This is an optimization exercise on Yosys and OpenROAD, whose aim is small area, not a production implementation.
Function was checked by simulation only, so behaviour that the tests miss may differ from the original.
Power figures rest on the tool's default switching activity, not on a simulated workload.

## fft_scheduler
module fft_scheduler #(
   parameter int TIMEOUT = 255
) (
   input  logic          i_clk,
   input  logic          i_rst_n,
   input  logic          i_trigger,
   input  logic [1023:0] i_frame,
   output logic          o_fft_start,
   output logic [255:0]  o_fft_in,
   input  logic [255:0]  i_fft_out,
   input  logic          i_fft_valid,
   output logic [255:0]  o_freqs,
   output logic          o_done,
   output logic          o_busy,
   output logic [3:0]    o_timeout,
   output logic          o_overrun
);
Size: about 1400 flip-flops, roughly 51000 um2 of cells after synthesis.
clock: 7.0 ns
lec_check: 0
cap_margin: 20
core_area: 10 10 670 670
die_area: 0 0 680 680
place_density: 0.75
slew_margin: 20
standard.sh (not shown) runs the stock make flow with config.mk's settings and CLKGATE_MAP_FILE= SYNTH_SCRIPT=/design/flow/synth_recipe.tcl, a recipe that flattens the netlist after the stock synthesis.
==> flow/flow/run.sh <==
#!/bin/bash
# The standard layout (the standard.sh), with two changes:
#  - the port buffers are plain buf_1 cells;
#  - CTS builds larger leaf clusters of clkbuf_8 cells and adds no dummy loads.
set -euo pipefail
export BUFFER_PORTS_ARGS="-buffer_cell sky130_fd_sc_hd__buf_1"
export CTS_ARGS="-sink_clustering_enable -repair_clock_nets -dont_use_dummy_load -sink_clustering_size 14 -sink_clustering_max_diameter 100 -buf_list sky130_fd_sc_hd__clkbuf_8"
bash standard.sh > standard_flow.log 2>&1
Next try:
Settings changed: PLACE_DENSITY 0.75 to default.
Effect: The new run passed the timing, design-rule and antenna checks; die area stays the same; sequential cell count does not change; routed wire length decreases slightly; utilization is about the same; via count decreases slightly; combinational power decreases by a few percent; final cell count increases slightly; cell area increases slightly; maximum frequency decreases by a little under a tenth; clock-buffer cell count increases by 12; worst setup slack gets worse by 0.32 ns.
Next try:
Settings changed: PLACE_DENSITY from default to 0.9.
After rerunning:
- register-to-register slack is better by 0.29 ns
- clock power is lower by about 2%
- global-route usage increases by 0.95 points
- combinational power grows by about 6%
- via count goes up by 3.2%
- worst hold slack loses 0.037 ns
Next try:
==> flow/flow/run.sh (replaced) <==
#!/bin/bash
# The standard layout (the standard.sh), with two changes:
#  - the port buffers are plain buf_1 cells;
#  - CTS builds larger leaf clusters of clkbuf_8 cells and adds no dummy loads.
set -euo pipefail
export BUFFER_PORTS_ARGS="-buffer_cell sky130_fd_sc_hd__buf_1"
export CTS_ARGS="-sink_clustering_enable -repair_clock_nets -dont_use_dummy_load -sink_clustering_size 16 -sink_clustering_max_diameter 100 -buf_list sky130_fd_sc_hd__clkbuf_8"
bash standard.sh > standard_flow.log 2>&1
Settings changed: PLACE_DENSITY 0.9 to 0.75.
The new run produced a clean layout. Sequential cell count does not change. Combinational power shrinks by about 2%. Sequential power barely changes. Die area stays the same.

---

Setup of main:
fft_scheduler, a different RTL version from the one above (not shown whole).
Size: ~4600 cells after synthesis, roughly 1400 flip-flops, about 1800 I/O pins.
Design fft_scheduler, start of the top module:
module fft_scheduler #(
   parameter int TIMEOUT = 255
) (
   input  logic          i_clk,
   input  logic          i_rst_n,
   input  logic          i_trigger,
   input  logic [1023:0] i_frame,
   output logic          o_fft_start,
   output logic [255:0]  o_fft_in,
   input  logic [255:0]  i_fft_out,
   input  logic          i_fft_valid,
   output logic [255:0]  o_freqs,
   output logic          o_done,
   output logic          o_busy,
   output logic [3:0]    o_timeout,
   output logic          o_overrun
);
Settings: LEC_CHECK=0, CAP_MARGIN=5, CORE_AREA=10 10 670 670, DIE_AREA=0 0 680 680, SLEW_MARGIN=5; clock period 7.0 ns.
==> flow/flow/run.sh <==
#!/bin/bash
# The standard layout (the standard.sh), with two changes:
#  - the port buffers are plain buf_1 cells;
#  - CTS builds larger leaf clusters of clkbuf_8 cells and adds no dummy loads.
set -euo pipefail
export BUFFER_PORTS_ARGS="-buffer_cell sky130_fd_sc_hd__buf_1"
export CTS_ARGS="-sink_clustering_enable -repair_clock_nets -dont_use_dummy_load -sink_clustering_size 14 -sink_clustering_max_diameter 100 -buf_list sky130_fd_sc_hd__clkbuf_8"
bash standard.sh > standard_flow.log 2>&1
main finished every step from synthesis to the final layout, and the layout passed the timing, design-rule and antenna checks.
Modified inputs, the feature branch compared to main
Settings: a change of CAP_MARGIN from 5 to 20; a change of SLEW_MARGIN from 5 to 20.
--- a/flow/flow/run.sh
+++ b/flow/flow/run.sh
@@ -7 +7 @@
-export CTS_ARGS="-sink_clustering_enable -repair_clock_nets -dont_use_dummy_load -sink_clustering_size 14 -sink_clustering_max_diameter 100 -buf_list sky130_fd_sc_hd__clkbuf_8"
+export CTS_ARGS="-sink_clustering_enable -repair_clock_nets -dont_use_dummy_load -sink_clustering_size 12 -sink_clustering_max_diameter 100 -buf_list sky130_fd_sc_hd__clkbuf_8"
Findings:
Hold slack ended up 30 ps lower on the feature branch than on main.
Overall power consumption came out higher on the feature branch than on main.
main -> the feature branch: global-route usage flat
The feature branch vs. main: maximum cell stage delay along the critical path stayed essentially flat, via count roughly the same.

==> what the ideal ports hide <==
The flow's constraints put no driver on any port. The routed layouts listed below were extracted and timed again, unchanged, in two steps.
Step 1 (the two cells are an assumption about what drives the block):
set clk [get_ports {i_clk}]
set_driving_cell -lib_cell sky130_fd_sc_hd__clkbuf_16 $clk
set_driving_cell -lib_cell sky130_fd_sc_hd__buf_2 [delete_from_list [all_inputs] $clk]
Step 2 also shifts input and output timing later by t, the mid clock arrival at the registers, as if the neighbouring blocks saw the same clock.
Slacks: ideal ports / drivers / drivers and shift; pairs: ideal ports / drivers.
run | shift t [ns] | slack for setup (ns) | hold WS [ns] | slew at the worst register clock pin (ns) | pins driven straight from the clock port
the first run of note 1 | 1.058 | 2.898 / 2.898 / 2.898 | 0.291 / 0.291 / 0.291 | 0.10 / 0.10 | 1
the second run of note 1 | 1.028 | 2.575 / 2.575 / 2.575 | 0.422 / 0.355 / 0.422 | 0.11 / 0.11 | 1
the third run of note 1 | 1.018 | 2.861 / 2.861 / 2.861 | 0.386 / 0.386 / 0.386 | 0.11 / 0.11 | 1
the fourth run of note 1 | 1.065 | 2.910 / 2.910 / 2.910 | 0.342 / 0.341 / 0.342 | 0.11 / 0.11 | 1
main | 0.998 | 3.040 / 3.040 / 3.040 | 0.388 / 0.388 / 0.388 | 0.10 / 0.10 | 1
the feature branch | 1.014 | 3.052 / 3.052 / 3.052 | 0.358 / 0.358 / 0.358 | 0.10 / 0.10 | 1
After both steps setup and hold are still met in every run listed.
